From an optimization exercise on the open Yosys and OpenROAD flow, aimed at small area and a short achievable clock period; shortcuts taken in it are not production practice. In this exercise RTL edits were held to simulation tests only and were not proved equivalent to the original.

== run A ==
// awgn_gen
module awgn_gen (
	input  wire logic clk,
	input  wire logic rst_n,
	input  wire logic run,
	input  wire logic [snr_pkg::snr_width-1:0] snr_db,
	input  wire logic snr_load,
	output logic signed [awgn_pkg::sample_width-1:0] awgn_out,
	output logic signed [awgn_pkg::quant_width-1:0] awgn_out_quant,
	output logic signed [snr_pkg::noise_width-1:0] noise_out,
	output logic sample_valid,
	output logic snr_err
);
	logic step;
	logic stepped;
	logic [snr_pkg::snr_width-1:0] snr_idx;
	logic [awgn_pkg::num_sources-1:0] fa, fac;
	awgn_ctrl awgn_ctrl_i (
		.clk          (clk),
		.rst_n        (rst_n),
		.run          (run),
		.snr_db       (snr_db),
		.snr_load     (snr_load),
		.step         (step),
		.stepped      (stepped),
		.snr_idx      (snr_idx),
		.sample_valid (sample_valid),
		.snr_err      (snr_err)
	);
	uniform_bank uniform_bank_i (
		.clk   (clk),
		.rst_n (rst_n),
		.step  (step),
		.fa    (fa),
		.fac   (fac)
	);
	clt_sum clt_sum_i (
		.clk      (clk),
		.rst_n    (rst_n),
		.fa       (fa),
		.fac      (fac),
		.stepped  (stepped),
		.sum_word (awgn_out)
	);
	noise_scale noise_scale_i (
		.clk     (clk),
		.rst_n   (rst_n),
		.sum_word(awgn_out),
		.snr_idx (snr_idx),
		.quant   (awgn_out_quant),
		.noise   (noise_out)
	);
endmodule
For scale: about 1000 cells after synthesis, roughly 57 I/O pins, ~0.0074 mm^2 of cells after synthesis.
clock: 7.5 ns
lec_check: 0
cap_margin: 20
core_margin: 2
core_utilization: 60
cts_buf_list: sky130_fd_sc_hd__clkbuf_4 sky130_fd_sc_hd__clkbuf_8
cts_cluster_size: 30
setup_slack_margin: 4.9
slew_margin: 20
synth_memory_max_bits: 16384
standard.sh (not shown) runs the stock make flow with config.mk's settings and CLKGATE_MAP_FILE= SYNTH_SCRIPT=/design/flow/synth_recipe.tcl, a recipe that flattens the netlist after the stock synthesis.
==> flow/flow/run.sh <==
#!/bin/bash
# Standard synthesis, then the combinational logic is mapped again by ABC
# with a delay target. The registers and tie cells are kept as they are (same
# instances, names and cells); the run checks that and falls back to the
# standard netlist otherwise. Then the standard layout from floorplan on,
# with buf_1 port buffers. Each tool's output goes to a log here.
set -euo pipefail
here=$(pwd)
export BUFFER_PORTS_ARGS="-buffer_cell sky130_fd_sc_hd__buf_2"
YOSYS=${FLOW_HOME}/../tools/install/yosys/bin/yosys
PLAT=${FLOW_HOME}/platforms/${FLOW_PLATFORM}
LIB=${PLAT}/lib/sky130_fd_sc_hd__tt_025C_1v80.lib
RES=${here}/orfs/results/${FLOW_PLATFORM}/awgn_gen/base

bash standard.sh synth > standard_synth.log 2>&1

cp "${RES}/1_2_yosys.v" "${here}/synth_standard.v"
DONT_USE=$(sed -n '/DONT_USE_CELLS += /,/^$/p' "${PLAT}/config.mk" | tr -d '\\' | tr ' ' '\n' | grep '^sky130' | sed 's/^/-dont_use /' | tr '\n' ' ')
printf 'set_driving_cell sky130_fd_sc_hd__buf_1\nset_load 5\n' > "${here}/remap.constr"

# 1. flatten the combinational cells into logic, keep registers and tie cells
#    as instances, and map the logic again
cat > "${here}/remap.ys" <<EOY
read_liberty -ignore_miss_func ${LIB}
read_verilog ${here}/synth_standard.v
hierarchy -top ${FLOW_TOP}
setattr -mod -set keep_hierarchy 1 sky130_fd_sc_hd__*df* sky130_fd_sc_hd__conb_1
flatten
select ${FLOW_TOP}
rename -hide w:*.*
select -clear
opt -purge
abc -script ${here}/flow/remap.abc -liberty ${LIB} ${DONT_USE} -constr ${here}/remap.constr -D 1400
opt_clean -purge
select ${FLOW_TOP}
write_verilog -noattr -nohex -nodec -selected ${here}/synth_remap_raw.v
EOY
"${YOSYS}" -s "${here}/remap.ys" > remap_yosys.log 2>&1

# 2. connect output ports straight to their drivers again
python3 "${here}/flow/fix_aliases.py" "${here}/synth_remap_raw.v" "${here}/synth_remap_fixed.v" > fix_aliases.log 2>&1

# 3. tie cells and pass-through buffers as the standard synthesis makes them
cat > "${here}/remap2.ys" <<EOY
read_liberty -lib ${LIB}
read_verilog ${here}/synth_remap_fixed.v
hierarchy -check -top ${FLOW_TOP}
hilomap -singleton -hicell sky130_fd_sc_hd__conb_1 HI -locell sky130_fd_sc_hd__conb_1 LO
splitnets
opt_clean -purge
insbuf -buf sky130_fd_sc_hd__buf_4 A X
opt_clean -purge
write_verilog -noattr -nohex -nodec ${here}/synth_remapped.v
EOY
"${YOSYS}" -s "${here}/remap2.ys" > remap2_yosys.log 2>&1

# the registers must be the standard synthesis's, instance for instance
grep -E '^\s+sky130_fd_sc_hd__\S*df\S* ' "${here}/synth_standard.v" | sort > flops_standard.txt
grep -E '^\s+sky130_fd_sc_hd__\S*df\S* ' "${here}/synth_remapped.v" | sort > flops_remapped.txt
if [[ -s flops_standard.txt ]] && cmp -s flops_standard.txt flops_remapped.txt && ! grep -q '^\s*assign ' "${here}/synth_remapped.v"; then
	cp "${here}/synth_remapped.v" "${RES}/1_2_yosys.v"
	rm -f "${RES}/1_synth.odb" "${RES}/1_synth.sdc"
	echo "using the remapped netlist" >> remap_yosys.log
else
	echo "remap changed the registers or left assigns; using the standard netlist" >> remap_yosys.log
fi

bash standard.sh > standard_make.log 2>&1
==> flow/flow/remap.abc <==
strash
dch -f
map -D 1400
topo
buffer -p
upsize -D 1400
dnsize -D 1400
Other scripts of this flow, unchanged in this note and not shown: flow/flow/fix_aliases.py
The inputs of run B differ from those of run A as listed below.
Settings: a change of CORE_UTILIZATION from 60 to 70.
-- flow/flow/run.sh --
<<< run A, line 9
export BUFFER_PORTS_ARGS="-buffer_cell sky130_fd_sc_hd__buf_2"
>>> run B, line 9
export BUFFER_PORTS_ARGS="-buffer_cell sky130_fd_sc_hd__buf_1"
## What came out
Post-layout instance count excluding filler cells: higher on run A
Area after synthesis: run A vs run B identical
Final cell area: run B below run A
Overall routed net length is lower on run A
The number of nets in the final layout on run A is in line with that on run B.
Run B vs run A: count of clock-buffer cells in the layout down in run B
Number of global-route vias before repair ends up lower on run A.
Compared with run A, run B shows a clock tree skew after final layout that is 0.0047 ns lower.
--- input diff run B..run C ---
Settings: a change of CORE_UTILIZATION from 70 to 60.
-- flow/flow/run.sh --
<<< run B, line 33
abc -script ${here}/flow/remap.abc -liberty ${LIB} ${DONT_USE} -constr ${here}/remap.constr -D 1400
>>> run C, line 33
abc -script ${here}/flow/remap.abc -liberty ${LIB} ${DONT_USE} -constr ${here}/remap.constr -D 1800
==> flow/flow/remap.abc <==
strash
dch -f
map -D 1800
topo
buffer -p
upsize -D 1800
dnsize -D 1800
### Flow results
Comparing run B and run C, instance count of the mapped netlist is higher on run C.
The lower layout overhead on the synthesized area of run B and run C is in run B.
Run C | stages: all done | timing, DRC, antenna: all pass
As of run C, wire length of the first global-routing pass had fallen by a few percent compared to run B.
Detailed route wirelength on metal2: run C vs run B down 5.3%
Route | run C vs run B | wire shorter in run C
The following lists how run D was set up differently from run C:
-- flow/flow/run.sh --
<<< run C, line 33
abc -script ${here}/flow/remap.abc -liberty ${LIB} ${DONT_USE} -constr ${here}/remap.constr -D 1800
>>> run D, line 33
abc -script ${here}/flow/remap.abc -liberty ${LIB} ${DONT_USE} -constr ${here}/remap.constr -D 1400
==> flow/flow/remap.abc <==
strash
dch -f
map -D 1400
topo
buffer -p
upsize -D 1400
dnsize -D 1400
## What came out
Compared with run C, in run D count of multi-input gates picked up an extra 0.90%, worst setup slack after layout picked up an extra 0.025 ns, die outline area neither gained nor lost much, post-synthesis cell area neither gained nor lost much. Run D vs. run C: final core area utilization went down by 1.6 points. The run with more routed wire is run C, not run D. Changes observed in run D relative to run C: global-route usage over all layers went up 0.28 points; number of clock-tree buffers in the layout -2.

## afterwards: timing with drivers on the ports
In the flow no input, the clock included, has a driving cell. The finished layouts below were timed again as built, in two steps. Step 1 sets driving cells, clkbuf_16 on the clock port and buf_2 on the other inputs (assumed; they add their load-dependent delay and slew). Step 2 moves the port delays by t, midway between the first and last clock arrival at a register: inputs arrive t later, outputs are due t later. That takes back most of the time a late clock gives input paths. a / b / c = no drivers / after step 1 / after step 2; a / b = the first two.
run	t, ns	setup slack, ns	pins driven straight from the clock port
run A	0.410	4.949 / 4.913 / 4.697	1
run B	0.424	4.945 / 4.907 / 4.668	1
run C	0.416	4.916 / 4.879 / 4.724	1
run D	0.426	4.941 / 4.906 / 4.629	1
After both steps every run listed still meets setup and hold. For run D, which loses most, drivers alone change the setup slack by -0.035 ns; drivers and shift together by -0.312 ns.
